This is an optimization exercise on Yosys and OpenROAD, whose aim is small area, a short achievable clock period and few clock cycles per item, not a production implementation. Function was checked by simulation only, so behaviour that the tests miss may differ from the original. Power and IR drop assume default switching activity.

job 8679:
==> flow/design.v <==
`timescale 1ns/1ps
module cache_top #(
  parameter int INDEX_WIDTH = 4
) (
  input  logic         clk,
  input  logic         reset_n,
  input  logic [31:0]  address,
  input  logic [31:0]  din,
  input  logic         rden,
  input  logic         wren,
  input  logic [63:0]  mq,
  output logic         hit_miss,
  output logic [31:0]  q,
  output logic         mrden,
  output logic [31:0]  mrdaddress,
  output logic         mwren,
  output logic [31:0]  mwraddress,
  output logic [63:0]  mdout
);
  localparam int TW = 32 - INDEX_WIDTH - 3;
  localparam int NS = 1 << INDEX_WIDTH;
  localparam int NE = NS * 4;
  logic                    req;
  logic [INDEX_WIDTH-1:0]  index;
  logic [TW-1:0]           atag;
  logic                    a2;
  logic [NS-1:0]           sdec;
  assign req   = rden | wren;
  assign index = address[3 +: INDEX_WIDTH];
  assign atag  = address[31 -: TW];
  assign a2    = address[2];
  always_comb begin
    for (int s = 0; s < NS; s++) sdec[s] = (index == INDEX_WIDTH'(s));
  end
  logic [NE-1:0][31:0]  lo;
  logic [NE-1:0][31:0]  hi;
  logic [NE-1:0][TW-1:0] tags;
  logic [NE-1:0]        valid;
  logic [NE-1:0]        dirty;
  logic [NS-1:0][5:0]   order;
  logic [3:0][31:0]  rlo;
  logic [3:0][31:0]  rhi;
  logic [3:0][TW-1:0] rtag;
  logic [3:0]        rvalid;
  logic [3:0]        rdirty;
  logic [5:0]        rorder;
  always_comb begin
    rlo    = '0;
    rhi    = '0;
    rtag   = '0;
    rvalid = '0;
    rdirty = '0;
    rorder = '0;
    for (int s = 0; s < NS; s++) begin
      for (int w = 0; w < 4; w++) begin
        rlo[w]    = rlo[w]    | ({32{sdec[s]}} & lo[s*4+w]);
        rhi[w]    = rhi[w]    | ({32{sdec[s]}} & hi[s*4+w]);
        rtag[w]   = rtag[w]   | ({TW{sdec[s]}} & tags[s*4+w]);
        rvalid[w] = rvalid[w] | (sdec[s] & valid[s*4+w]);
        rdirty[w] = rdirty[w] | (sdec[s] & dirty[s*4+w]);
      end
      rorder = rorder | ({6{sdec[s]}} & order[s]);
    end
  end
  logic [3:0]   way_match;
  logic         hit;
  logic [31:0]  hit_word;
  always_comb begin
    for (int w = 0; w < 4; w++) way_match[w] = rvalid[w] && (rtag[w] == atag);
  end
  assign hit = |way_match;
  logic                    pw_v;       
  logic                    pt_v;       
  logic [INDEX_WIDTH-1:0]  pw_idx;
  logic [3:0]              pw_way;     
  logic                    pw_a2;
  logic [31:0]             pw_d;
  logic                    pw_same;    
  logic [NS-1:0]           pdec;
  logic [3:0][31:0]        rword;
  assign pw_same = pw_v && (pw_idx == index) && (pw_a2 == a2);
  always_comb begin
    for (int s = 0; s < NS; s++) pdec[s] = (pw_idx == INDEX_WIDTH'(s));
  end
  always_comb begin
    hit_word = '0;
    for (int w = 0; w < 4; w++) begin
      rword[w] = (pw_same && pw_way[w]) ? pw_d : (a2 ? rhi[w] : rlo[w]);
      hit_word = hit_word | ({32{way_match[w]}} & rword[w]);
    end
  end
  logic [3:0]  lru_oh;
  logic [1:0]  victim_way;
  logic        pt_same;     
  logic [5:0]  eorder;      
  assign pt_same = pt_v && (pw_idx == index);
  always_comb begin
    eorder = rorder;
    if (pt_same) begin
      if (pw_way[0] || pw_way[1]) eorder[0] = pw_way[0];
      if (pw_way[0] || pw_way[2]) eorder[1] = pw_way[0];
      if (pw_way[0] || pw_way[3]) eorder[2] = pw_way[0];
      if (pw_way[1] || pw_way[2]) eorder[3] = pw_way[1];
      if (pw_way[1] || pw_way[3]) eorder[4] = pw_way[1];
      if (pw_way[2] || pw_way[3]) eorder[5] = pw_way[2];
    end
  end
  assign lru_oh[0] = !eorder[0] && !eorder[1] && !eorder[2];
  assign lru_oh[1] =  eorder[0] && !eorder[3] && !eorder[4];
  assign lru_oh[2] =  eorder[1] &&  eorder[3] && !eorder[5];
  assign lru_oh[3] =  eorder[2] &&  eorder[4] &&  eorder[5];
  always_comb begin
    if      (!rvalid[0]) victim_way = 2'd0;
    else if (!rvalid[1]) victim_way = 2'd1;
    else if (!rvalid[2]) victim_way = 2'd2;
    else if (!rvalid[3]) victim_way = 2'd3;
    else                 victim_way = {lru_oh[3] | lru_oh[2], lru_oh[3] | lru_oh[1]};
  end
  logic        wait_c;      
  logic        busy;        
  logic [1:0]  vway;        
  logic [3:0]  vway_oh;
  logic [NS-1:0] fsdec;     
  logic        miss;
  assign miss = !wait_c && !busy && req && !hit;
  always_ff @(posedge clk or negedge reset_n) begin
    if (!reset_n) begin
      wait_c   <= 1'b0;
      busy     <= 1'b0;
      hit_miss <= 1'b0;
      mrden    <= 1'b0;
      mwren    <= 1'b0;
      pw_v     <= 1'b0;
      pt_v     <= 1'b0;
    end else begin
      pt_v     <= !wait_c && !busy && req && hit;
      wait_c   <= miss;
      busy     <= wait_c;
      hit_miss <= busy || (!wait_c && req && hit);
      mrden    <= miss;
      mwren    <= wait_c && rvalid[vway] && rdirty[vway];
      pw_v     <= !wait_c && !busy && wren && hit;
    end
  end
  always_ff @(posedge clk) begin
    vway       <= victim_way;
    mdout      <= {rhi[vway], rlo[vway]};
    mwraddress <= {rtag[vway], index, 3'b000};
    fsdec      <= sdec;
    mrdaddress <= {address[31:3], 3'b000};
    pw_idx <= index;
    pw_way <= way_match;
    pw_a2  <= a2;
    pw_d   <= din;
    q      <= busy ? (a2 ? mq[63:32] : mq[31:0]) : hit_word;
  end
  always_comb begin
    for (int w = 0; w < 4; w++) vway_oh[w] = (vway == 2'(w));
  end
  logic [3:0]   fill_w;     
  logic [3:0]   pwr_w;      
  logic [31:0]  wd_lo;
  logic [31:0]  wd_hi;
  always_comb begin
    for (int w = 0; w < 4; w++) begin
      fill_w[w]  = busy && vway_oh[w];
      pwr_w[w]   = pw_v && pw_way[w];
    end
  end
  assign wd_lo = !busy ? pw_d : (wren && !a2) ? din : mq[31:0];
  assign wd_hi = !busy ? pw_d : (wren &&  a2) ? din : mq[63:32];
  for (genvar s = 0; s < NS; s++) begin : g_set
    for (genvar w = 0; w < 4; w++) begin : g_way
      localparam int E = s * 4 + w;
      always_ff @(posedge clk) begin
        if ((fsdec[s] && fill_w[w]) || (pdec[s] && pwr_w[w] && !pw_a2)) lo[E] <= wd_lo;
        if ((fsdec[s] && fill_w[w]) || (pdec[s] && pwr_w[w] &&  pw_a2)) hi[E] <= wd_hi;
        if (fsdec[s] && fill_w[w]) tags[E] <= atag;
        if ((fsdec[s] && fill_w[w]) || (pdec[s] && pwr_w[w])) dirty[E] <= !busy || wren;
      end
      always_ff @(posedge clk or negedge reset_n) begin
        if (!reset_n)                  valid[E] <= 1'b0;
        else if (fsdec[s] && fill_w[w]) valid[E] <= 1'b1;
      end
    end
    logic [3:0] hu;
    logic [3:0] fu;
    assign hu = (pdec[s] && pt_v) ? pw_way : 4'b0000;
    assign fu = fsdec[s] ? fill_w   : 4'b0000;
    always_ff @(posedge clk) begin
      if (hu[0] || hu[1] || fu[0] || fu[1]) order[s][0] <= hu[0] || fu[0];
      if (hu[0] || hu[2] || fu[0] || fu[2]) order[s][1] <= hu[0] || fu[0];
      if (hu[0] || hu[3] || fu[0] || fu[3]) order[s][2] <= hu[0] || fu[0];
      if (hu[1] || hu[2] || fu[1] || fu[2]) order[s][3] <= hu[1] || fu[1];
      if (hu[1] || hu[3] || fu[1] || fu[3]) order[s][4] <= hu[1] || fu[1];
      if (hu[2] || hu[3] || fu[2] || fu[3]) order[s][5] <= hu[2] || fu[2];
    end
  end
endmodule
export LEC_CHECK = 0
export CAP_MARGIN = 20
export CORE_MARGIN = 2
export CORE_UTILIZATION = 55
export CTS_CLUSTER_DIAMETER = 70
export CTS_CLUSTER_SIZE = 25
export PLACE_DENSITY = 0.62
export SLEW_MARGIN = 20
create_clock -name core_clock -period 10.0 [get_ports {clk}]
standard.sh (not shown) runs the stock make flow with config.mk's settings and CLKGATE_MAP_FILE= SYNTH_SCRIPT=/design/flow/synth_recipe.tcl, a recipe that flattens the netlist after the stock synthesis.
==> flow/flow/run.sh <==
#!/bin/bash
set -euo pipefail
bash standard.sh SETUP_SLACK_MARGIN=6.3 TNS_END_PERCENT=3 finish > standard_flow.log 2>&1
Job 8679: all stages complete, timing, DRC and antenna checks passed
Testbench counts of job 8679, summed over its fixed seeds: cycles 23,894, requests 12,000.
Setup changes, job 8679 to job 6291
==> flow/flow/run.sh <==
#!/bin/bash
set -euo pipefail
bash standard.sh SETUP_SLACK_MARGIN=7 TNS_END_PERCENT=2 finish > standard_flow.log 2>&1
Results
Finished layout cell area | job 6291 above job 8679. Of job 8679 and job 6291, the run reporting the higher utilization after layout was job 6291. Job 6291 | status: complete | timing, DRC, antenna: pass. Job 8679 did not stop at any stage, and its layout met the timing, design-rule and antenna checks. Inserted tap cell count: job 6291 vs job 8679 identical. | met2 capacity usage during global routing | job 6291 vs job 8679 | 0.29 points higher |. The lower maximum vdd drop came out of job 6291. Across both runs, logic depth of the worst path, buffers included was higher for job 6291 than for job 8679. Number of buffers and inverters on the critical path for job 6291 is higher than for job 8679. The power density over cell area on job 8679 is in line with that on job 6291.
Edits applied to the flow inputs when going from job 6291 to job 5920:
- CTS_CLUSTER_SIZE: 25 -> 20
- CTS_CLUSTER_DIAMETER: 70 -> 60
Job 5920 | status: complete | timing, DRC, antenna: pass. For sequential standard cell area, job 5920 and job 6291 come out practically identical. In the tables for job 6291 and job 5920, worst setup slack after layout reads higher with job 6291. Compared with job 6291, job 5920 ends up with a larger final cell area. Number of routed nets with antenna violations: job 6291 vs job 5920 identical. Relative to job 6291, part of the power in the clock network increased by 4.3 points in job 5920.
[inputs] job 9654 vs job 5920
==> flow/flow/run.sh <==
#!/bin/bash
set -euo pipefail
bash standard.sh SETUP_SLACK_MARGIN=6.5 TNS_END_PERCENT=10 finish > standard_flow.log 2>&1
Findings:
- Summary of job 9654 over job 5920: sequential share of layout area saw a decrease, wire length now larger.
- Power of job 9654 is on par with job 5920.
- Portion of the clock cycle consumed by the worst path in the final layout in job 9654 vs job 5920: up 0.45 points
- Comparing job 9654 and job 5920, the higher critical path depth is on job 5920.
- Status: clock insertion delay at the later pin of the skew report parity (job 9654, job 5920)
- Final cell count ended up 184 higher on job 9654 than on job 5920.
- Summary of job 9654 over job 5920: ratio of cells with drive above 1 in the final layout went up by 2.0 points; worst hold path cell count went down by 1.
- Job 9654 vs. job 5920: post-route cell area saw an increase; routing usage on met2 saw a decrease.

[re-timing with driven ports]
Ports are ideal in the flow. The routed layouts listed here were re-timed in OpenROAD. Step 1: set_driving_cell puts a clkbuf_16 on clk and a buf_2 on each other input, an assumption about the parent block. Step 2 adds t to the input delays and takes it off the output delays; t is the mean of the earliest and latest rising clock arrival at the registers after step 1. Input paths then give back, and output paths get back, about the clock's delay inside the block. a / b / c = no drivers / after step 1 / after step 2; a / b = the first two.
run	shift t [ns]	setup WS [ns]	worst hold slack (ns)	worst setup path at the end
job 8679	1.146	5.307 / 4.953 / 3.807	0.465 / 0.465 / 0.465	input to register
job 6291	1.155	5.361 / 5.011 / 3.856	0.472 / 0.472 / 0.472	input to register
job 5920	1.192	5.355 / 5.078 / 3.886	0.459 / 0.459 / 0.459	input to register
job 9654	1.181	5.310 / 5.011 / 3.829	0.472 / 0.472 / 0.472	input to register
After both steps setup and hold are still met in every run listed. The setup slack of job 6291, which loses most, moves by -0.350 ns with the drivers and by -1.505 ns with both steps.
